Background: an optimization exercise with open tools, aiming at small area, a short achievable clock period and few clock cycles per item. Do not read the settings as production practice.
Where RTL was checked, it was by simulation tests only, not by an equivalence proof against the original.

==> inputs of run a <==
==> flow/design.v (excerpt) <==
module fm_keycode_to_fnum_block (
	input  logic             clk,
	input  logic             arst_n,
	input  logic             cfg_we,
	input  logic [0:0]       cfg_index,
	input  logic [fkf_pkg::CLK_W-1:0] cfg_data,
	input  logic             in_valid,
	output logic             in_stall,
	input  logic [7:0]       key_code,
	input  logic [7:0]       key_fraction,
	output logic             out_valid,
	input  logic             out_stall,
	output logic [2:0]       block,
	output logic [10:0]      freq_number
);
export LEC_CHECK = 0
export CAP_MARGIN = 70
export CORE_MARGIN = 2
export CORE_UTILIZATION = 45
export SLEW_MARGIN = 70
export SYNTH_MEMORY_MAX_BITS = 65536
create_clock -name core_clock -period 12.0 [get_ports {clk}]
standard.sh (not shown) runs the stock make flow with config.mk's settings and CLKGATE_MAP_FILE= SYNTH_SCRIPT=/design/flow/synth_recipe.tcl, a recipe that flattens the netlist after the stock synthesis.
==> flow/flow/run.sh <==
#!/bin/bash
set -euo pipefail
export SETUP_SLACK_MARGIN=8.0
export TNS_END_PERCENT=100
export BUFFER_PORTS_ARGS="-buffer_cell sky130_fd_sc_hd__buf_4"
bash standard.sh > standard.log 2>&1
==> run b: changes against run a <==
--- a/flow/design.v
+++ b/flow/design.v
@@ -2965,15 +2965,15 @@
 	output logic [45:0] bn,
 	output logic [27:0] th,
 	output logic [6:0]  gc,
 	output logic        zero
 );
 	logic [25:0] src_q, tgt_q;
 	logic [4:0]  ps_q, pt_q;
-	logic [12:1] st;
+	logic [11:1] st;
 	logic        fa_q, fb_q, nr_q, a3c_q;
 	logic [6:0]  gp_q;
 	logic        sz;
 	logic [25:0] t1;
 	logic [4:0]  lzs, lzt;
 	logic [25:0] sn, tn;
 	assign sz = src_q == '0;
@@ -3003,139 +3003,117 @@
 		bsel_q[5] <= st[7] & !fb_q;
 		asel_q[0] <= st[1] | (st[3] & fa_q);
 		asel_q[1] <= st[3] & !fa_q;
 		asel_q[2] <= st[2];
 		asel_q[3] <= st[3] & !fa_q;
 	end
 	logic        bneg;
-	logic [26:0] bxl;
+	logic [45:0] bsv;
 	logic [26:0] bt;
 	logic [13:0] bl0;
 	logic [14:0] bm0, bm1;
 	logic [27:0] blo;
+	logic [18:0] bhi;
+	logic [45:0] bsum;
 	assign bneg = bsel_q[0];
-	assign bxl  = ({27{bsel_q[1]}} & {bn[24:0], 2'b0}) | ({27{bsel_q[2]}} & {bn[23:0], 3'b0}) |
-	              ({27{bsel_q[3]}} & {bn[22:0], 4'b0}) | ({27{bsel_q[4]}} & {bn[21:0], 5'b0});
+	assign bsv  = ({46{bsel_q[1]}} & (bn << 2)) | ({46{bsel_q[2]}} & (bn << 3)) |
+	              ({46{bsel_q[3]}} & (bn << 4)) | ({46{bsel_q[4]}} & (bn << 5));
 	assign bt   = (bsel_q[5] ? {tgt_q, 1'b0} : {1'b0, tgt_q}) ^ {27{bneg}};
-	assign bl0  = {1'b0, bxl[12:0]} + {1'b0, bt[12:0]} + 14'(bneg);
-	assign bm0  = {1'b0, bxl[26:13]} + {1'b0, bt[26:13]};
-	assign bm1  = {1'b0, bxl[26:13]} + {1'b0, bt[26:13]} + 15'd1;
+	assign bl0  = {1'b0, bsv[12:0]} + {1'b0, bt[12:0]} + 14'(bneg);
+	assign bm0  = {1'b0, bsv[26:13]} + {1'b0, bt[26:13]};
+	assign bm1  = {1'b0, bsv[26:13]} + {1'b0, bt[26:13]} + 15'd1;
 	assign blo  = bl0[13] ? {bm1, bl0[12:0]} : {bm0, bl0[12:0]};
-	logic [3:0]  bhs_q;
-	logic        bhn_q, bcy_q;
-	logic [4:0]  bsave_q;
-	logic [23:0] by;
-	logic [18:0] bxh;
-	logic [18:0] bhi;
-	assign by   = {bn[45:27], bsave_q};
-	assign bxh  = ({19{bhs_q[0]}} & by[21:3]) | ({19{bhs_q[1]}} & by[20:2]) |
-	              ({19{bhs_q[2]}} & by[19:1]) | ({19{bhs_q[3]}} & by[18:0]);
-	assign bhi  = bhn_q ? (bcy_q ? bxh : bxh - 19'd1) : (bcy_q ? bxh + 19'd1 : bxh);
-	logic [26:0] axl;
+	assign bhi  = bneg ? (blo[27] ? bsv[45:27] : bsv[45:27] - 19'd1)
+	                   : (blo[27] ? bsv[45:27] + 19'd1 : bsv[45:27]);
+	assign bsum = {bhi, blo[26:0]};
+	logic [32:0] asv;
 	logic [26:0] at;
 	logic [13:0] al0;
 	logic [14:0] am0, am1;
 	logic [27:0] alo;
-	logic [2:0]  ahs_q;
-	logic        acy_q;
-	logic [3:0]  asave_q;
-	logic [9:0]  ay;
-	logic [5:0]  axh;
-	assign axl  = ({27{asel_q[0]}} & {an[25:0], 1'b0}) | ({27{asel_q[1]}} & {an[24:0], 2'b0}) |
-	              ({27{asel_q[2]}} & {an[22:0], 4'b0});
+	logic [32:0] asum;
+	assign asv  = ({33{asel_q[0]}} & {an[31:0], 1'b0}) | ({33{asel_q[1]}} & {an[30:0], 2'b0}) |
+	              ({33{asel_q[2]}} & {an[28:0], 4'b0});
 	assign at   = asel_q[3] ? {src_q, 1'b0} : {1'b0, src_q};
-	assign al0  = {1'b0, axl[12:0]} + {1'b0, at[12:0]};
-	assign am0  = {1'b0, axl[26:13]} + {1'b0, at[26:13]};
-	assign am1  = {1'b0, axl[26:13]} + {1'b0, at[26:13]} + 15'd1;
+	assign al0  = {1'b0, asv[12:0]} + {1'b0, at[12:0]};
+	assign am0  = {1'b0, asv[26:13]} + {1'b0, at[26:13]};
+	assign am1  = {1'b0, asv[26:13]} + {1'b0, at[26:13]} + 15'd1;
 	assign alo  = al0[13] ? {am1, al0[12:0]} : {am0, al0[12:0]};
-	assign ay   = {an[32:27], asave_q};
-	assign axh  = ({6{ahs_q[0]}} & ay[8:3]) | ({6{ahs_q[1]}} & ay[7:2]) | ({6{ahs_q[2]}} & ay[5:0]);
+	assign asum = {alo[27] ? asv[32:27] + 6'd1 : asv[32:27], alo[26:0]};
 	logic        nr;
 	logic [18:0] a3lo;
 	logic [17:0] a3hi;
 	assign nr   = {an[32:0], 13'd0} < bn;
 	assign a3lo = 19'(an[17:0]) + 19'({an[16:0], 1'b0});
 	assign a3hi = 18'({2'b0, an[33:18]}) + 18'({1'b0, an[33:17]}) + 18'(a3c_q);
 	always_ff @(posedge clk or negedge arst_n) begin
 		if (!arst_n) begin
 			src_q <= fkf_pkg::SRC_N_RESET;
 			ps_q  <= fkf_pkg::SRC_P_RESET;
 			tgt_q <= fkf_pkg::TGT_N_RESET;
 			pt_q  <= fkf_pkg::TGT_P_RESET;
-			st    <= 12'd1;
+			st    <= 11'd1;
 		end else if (cfg_we) begin
 			case (cfg_index)
 				fkf_pkg::REG_SOURCE_CLOCK: begin
 					src_q <= cfg_data;
 					ps_q  <= 5'd25;
 				end
 				fkf_pkg::REG_TARGET_CLOCK: begin
 					tgt_q <= cfg_data;
 					pt_q  <= 5'd25;
 				end
 				default: ;
 			endcase
-			st <= 12'd1;
+			st <= 11'd1;
 		end else begin
-			st <= {st[11:1], 1'b0};
+			st <= {st[10:1], 1'b0};
 			if (st[1]) begin
 				src_q <= sn;
 				ps_q  <= ps_q - lzs;
 				tgt_q <= tn;
 				pt_q  <= pt_q - lzt;
 			end
 		end
 	end
 	always_ff @(posedge clk) begin
 		if (st[1]) begin
 			zero <= sz;
 			bn   <= 46'(tn);
 			an   <= 34'(sn);
 		end else begin
-			if (|st[8:2]) begin
-				bn[26:0] <= blo[26:0];
-				bcy_q    <= blo[27];
-				bsave_q  <= bn[26:22];
-				bhs_q    <= bsel_q[4:1];
-				bhn_q    <= bneg;
-			end
-			if (|st[9:3])
-				bn[45:27] <= bhi;
-			if (st[2] | st[3] | st[4]) begin
-				an[26:0] <= alo[26:0];
-				acy_q    <= alo[27];
-				asave_q  <= an[26:23];
-				ahs_q    <= asel_q[2:0];
-			end
-			if (st[3] | st[4] | st[5])
-				an[32:27] <= acy_q ? axh + 6'd1 : axh;
-			if (st[11]) begin
+			if (|st[8:2])
+				bn <= bsum;
+			if (st[2] | st[3] | st[4])
+				an <= 34'(asum);
+			else if (st[10])
 				an <= nr_q ? {an[32:0], 1'b0} : an;
-				a3 <= nr_q ? {a3[34:0], 1'b0} : a3;
-			end
 		end
 		if (st[2]) begin
 			fa_q <= src_q >= TA;
 			fb_q <= tgt_q >= TB;
 		end
-		if (st[6]) begin
+		if (st[5]) begin
 			a3[17:0] <= a3lo[17:0];
 			a3c_q    <= a3lo[18];
 		end
-		if (st[7])
+		if (st[6])
 			a3[35:18] <= a3hi;
-		if (st[10]) begin
+		if (st[9]) begin
 			nr_q <= nr;
 			th   <= fkf_pkg::srt_th(bn[44:42]);
+		end
+		if (st[10]) begin
+			a3   <= nr_q ? {a3[34:0], 1'b0} : a3;
 			gp_q <= 7'(ps_q) - 7'(pt_q) + 7'(fa_q) - 7'(fb_q);
 		end
-		if (st[12])
+		if (st[11])
 			gc <= gp_q - 7'(nr_q);
 	end
-	assign busy = cfg_we || (|st[8:1]);
+	assign busy = cfg_we || (|st[7:1]);
 endmodule
 module fkf_back (
 	input  logic        clk,
 	input  logic        arst_n,
 	input  logic [45:0] bn,
 	input  logic [27:0] th,
 	input  logic [6:0]  gc,
--- a/flow/config.mk
+++ b/flow/config.mk
@@ -4,9 +4,11 @@
 export VERILOG_FILES = /design/flow/design.v
 export SDC_FILE = /design/flow/constraint.sdc
 export NUM_CORES = 8
 export LEC_CHECK = 0
 export CAP_MARGIN = 70
 export CORE_MARGIN = 2
 export CORE_UTILIZATION = 45
+export CTS_CLUSTER_DIAMETER = 100
+export CTS_CLUSTER_SIZE = 30
 export SLEW_MARGIN = 70
 export SYNTH_MEMORY_MAX_BITS = 65536
==> results.yml <==
status:
  status: "no timing/DRC/antenna violations"
logic_synthesis:
  yosys.area_share.simple: 0.105
  syn_area_mm2: 0.106
routing:
  drt_first_iter_violations: 17201
[end of results for run a]
==> results.yml <==
logic_synthesis:
  syn_area_mm2: 0.105
clock_network:
  postCtsHoldBufs: 0
layout:
  nNetsFinal: 13251
routing:
  drt_first_iter_violations: 16195
  drc: 0
status:
  status: "no timing/DRC/antenna violations"
[end of results for run b]
Testbench counts of run a, summed over its fixed seeds: cycles 13,368, items 12,288.
Testbench counts of run b, summed over its fixed seeds: cycles 13,320, items 12,288.

========
==> inputs of trial 90 <==
Another version of the RTL of fm_keycode_to_fnum_block (not shown whole).
Settings: LEC_CHECK=0, CAP_MARGIN=70, CORE_MARGIN=2, CORE_UTILIZATION=45, SLEW_MARGIN=70, SYNTH_MEMORY_MAX_BITS=65536; clock period 12.0 ns.
Scripts as last shown in full above: flow/flow/run.sh
==> build 97: changes against trial 90 <==
--- a/flow/design.v
+++ b/flow/design.v
@@ -3192,35 +3192,29 @@
 				lzt = 5'(25 - i);
 		end
 	end
 	assign sn = src_q << lzs;
 	assign tn = t1 << lzt;
+	logic [2:0]  bsh;
 	logic        bneg;
 	logic [45:0] tw;
 	logic [45:0] bsum;
 	logic [1:0]  ash;
 	logic [32:0] asum;
 	logic        nr;
-	logic [3:0]  bsh_q;
-	logic [3:0]  bsh_d;
-	logic [45:0] bsv;
 	always_comb begin
 		case (step_q)
-			4'd1, 4'd2, 4'd4, 4'd7: bsh_d = 4'b0001;
-			4'd3:                   bsh_d = 4'b0100;
-			4'd5:                   bsh_d = 4'b0010;
-			default:                bsh_d = 4'b1000;
+			4'd2, 4'd3, 4'd5, 4'd8: bsh = 3'd2;
+			4'd4:                   bsh = 3'd4;
+			4'd6:                   bsh = 3'd3;
+			default:                bsh = 3'd5;
 		endcase
 		bneg = step_q < 4'd6;
 		ash  = (step_q == 4'd3) ? 2'd3 : 2'd0;
 	end
-	always_ff @(posedge clk)
-		bsh_q <= bsh_d;
-	assign bsv  = ({46{bsh_q[0]}} & (bn << 2)) | ({46{bsh_q[1]}} & (bn << 3)) |
-	              ({46{bsh_q[2]}} & (bn << 4)) | ({46{bsh_q[3]}} & (bn << 5));
 	assign tw   = 46'(tgt_q) ^ {46{bneg}};
-	assign bsum = bsv + tw + 46'(bneg);
+	assign bsum = (bn << bsh) + tw + 46'(bneg);
 	assign asum = (an[32:0] << (3'(ash) + 3'd1)) + 33'(src_q);
 	assign nr   = {an[32:0], 13'd0} < bn;
 	always_ff @(posedge clk or negedge arst_n) begin
 		if (!arst_n) begin
 			src_q  <= fkf_pkg::SRC_N_RESET;
@@ -3240,11 +3234,11 @@
 				end
 				default: ;
 			endcase
 			step_q <= 4'd1;
 		end else begin
-			step_q <= (step_q == 4'd0 || step_q == 4'd11) ? 4'd0 : step_q + 4'd1;
+			step_q <= (step_q == 4'd0 || step_q == 4'd10) ? 4'd0 : step_q + 4'd1;
 			if (step_q == 4'd1) begin
 				src_q <= sn;
 				ps_q  <= ps_q - lzs;
 				tgt_q <= tn;
 				pt_q  <= pt_q - lzt;
@@ -3256,33 +3250,34 @@
 			4'd1: begin
 				zero <= sz;
 				an   <= 34'(sn);
 				bn   <= 46'(tn);
 			end
-			4'd2, 4'd3, 4'd4: begin
+			4'd2, 4'd3: begin
 				an <= 34'(asum);
 				bn <= bsum;
 			end
-			4'd5: begin
-				an   <= an[32] ? an : {an[32:0], 1'b0};
-				fa_q <= an[32];
+			4'd4: begin
+				an   <= asum[32] ? 34'(asum) : 34'({asum[31:0], 1'b0});
+				fa_q <= asum[32];
 				bn   <= bsum;
 			end
-			4'd6, 4'd7, 4'd8: bn <= bsum;
-			4'd9: begin
-				bn   <= bn[45] ? bn : {bn[44:0], 1'b0};
-				fb_q <= bn[45];
-				a3   <= 36'(an) + {1'b0, an, 1'b0};
+			4'd5, 4'd6, 4'd7: bn <= bsum;
+			4'd8: begin
+				bn   <= bsum[45] ? bsum : {bsum[44:0], 1'b0};
+				fb_q <= bsum[45];
 			end
-			4'd10: begin
+			4'd9: begin
 				an   <= nr ? {an[32:0], 1'b0} : an;
-				a3   <= nr ? {a3[34:0], 1'b0} : a3;
 				nr_q <= nr;
 				gp_q <= 7'(ps_q) - 7'(pt_q) + 7'(fa_q) - 7'(fb_q);
 				th   <= fkf_pkg::srt_th(bn[44:42]);
 			end
-			4'd11: gc <= gp_q - 7'(nr_q);
+			4'd10: begin
+				gc <= gp_q - 7'(nr_q);
+				a3 <= 36'(an) + {1'b0, an, 1'b0};
+			end
 			default: ;
 		endcase
 	end
 	assign busy = cfg_we || (step_q != 4'd0 && step_q < 4'd8);
 endmodule
@@ -3411,30 +3406,30 @@
 		f1_zero <= zero;
 	end
 	logic [12:0] z;
 	logic [1:0]  kk;
 	logic        le0;
-	logic [12:0] f2_z;
-	logic [3:0]  f2_sh;
+	logic [3:0]  sh;
+	logic [13:0] f2_zr;
+	logic [3:0]  f2_sh1;
 	logic [2:0]  f2_blk;
 	logic        f2_sat, f2_zero;
 	assign z   = f1_neg ? f1_zm : f1_zq;
 	assign kk  = f1_neg ? f1_km : f1_kq;
 	assign le0 = f1_le0[kk];
+	assign sh  = le0 ? f1_shg : 4'(kk);
 	always_ff @(posedge clk) begin
-		f2_z    <= z;
-		f2_sh   <= le0 ? f1_shg : 4'(kk);
+		f2_zr   <= 14'(z) + (14'd1 << sh);
+		f2_sh1  <= sh + 4'd1;
 		f2_blk  <= le0 ? 3'd0 : f1_blk[kk];
 		f2_sat  <= f1_gt7[kk];
 		f2_zero <= f1_zero;
 	end
-	logic [12:0] w;
 	logic [10:0] fn;
 	logic [2:0]  blk;
 	always_comb begin
-		w   = f2_z >> f2_sh;
-		fn  = 11'(w[12:1] + 12'(w[0]));
+		fn  = 11'(f2_zr >> f2_sh1);
 		blk = f2_blk;
 		if (f2_zero) begin
 			blk = 3'd0;
 			fn  = 11'd0;
 		end else if (f2_sat) begin
==> flow/flow/run.sh (replaced) <==
#!/bin/bash
set -euo pipefail
export SETUP_SLACK_MARGIN=7.5
export TNS_END_PERCENT=100
bash standard.sh > standard.log 2>&1
- CORE_UTILIZATION: 45 -> 60
==> notes <==
Build 97 aborted during global routing (5_1_grt), error GRT-0232. Trial 90 went through all stages and came out clean. In area after synthesis, build 97 and trial 90 hardly differ. Of build 97 and trial 90, trial 90 has the higher synthesized cell count (gap about 0.8%, measured against trial 90).
==> figures <==
                                                                                  build 97    trial 90
Outcome                                                          aborted with a tool error  no timing/DRC/antenna violations
Failing step                                                      global routing (5_1_grt)           -
TritonCTS Buffers                                                                      159         168
Compound-gate portion of the synthesized area                                        23.2%       23.5%
Synthesized-area fraction occupied by xor and xnor cells                             4.27%       4.24%
Width of the die                                                                    429 um      495 um
Post-synthesis adder-cell area fraction                                              16.5%       16.3%
Fraction of registers with async set/reset                                           6.37%       6.36%
Gpl congestion                                                                        1.15        1.11
Number of sinks driven by the clock tree                                              1539        1542
Starting density of the core                                                         60.5%       45.1%
Total placed cells including tap cells                                               14500       15400
Proportion of netlist area held by the largest area contributor                      20.3%       20.3%
Chip Height                                                                         429 um      495 um
Sequential element share of the synthesized area                                     32.1%       32.2%
Detailed placement HPWL                                                          374000 um   402000 um
Post-Synthesis Cell Area                                                        0.108 mm^2  0.108 mm^2
Cell count after synthesis                                                           12500       12600
Placed cell area                                                                0.116 mm^2  0.118 mm^2
No run of this note included a check of the RTL's function; only the layout flow was run.

re-timing with driven ports:
Ports are ideal in the flow. The routed layouts listed here were re-timed in OpenROAD.
Step 1 sets driving cells, clkbuf_16 on the clock port and buf_2 on the other inputs (assumed; they add their load-dependent delay and slew).
Step 2 times the ports against the registers' clock, not the clock port: input delays grow and output delays shrink by t, the midpoint of the rising clock arrivals with the driver on.
Slacks: no drivers / after step 1 / after step 2; pairs: no drivers / after step 1.
| run | t (ns) | setup slack, ns | latest minus earliest clock arrival (ns) |
|---|---|---|---|
| run a | 0.939 | 7.865 / 7.865 / 7.576 | 0.086 / 0.086 |
| run b | 0.892 | 7.429 / 7.429 / 7.429 | 0.079 / 0.080 |
| trial 90 | 0.942 | 7.711 / 7.711 / 7.532 | 0.129 / 0.129 |
After both steps every run listed still meets setup and hold. The setup slack of run a, which loses most, moves by 0.000 ns with the drivers and by -0.289 ns with both steps.
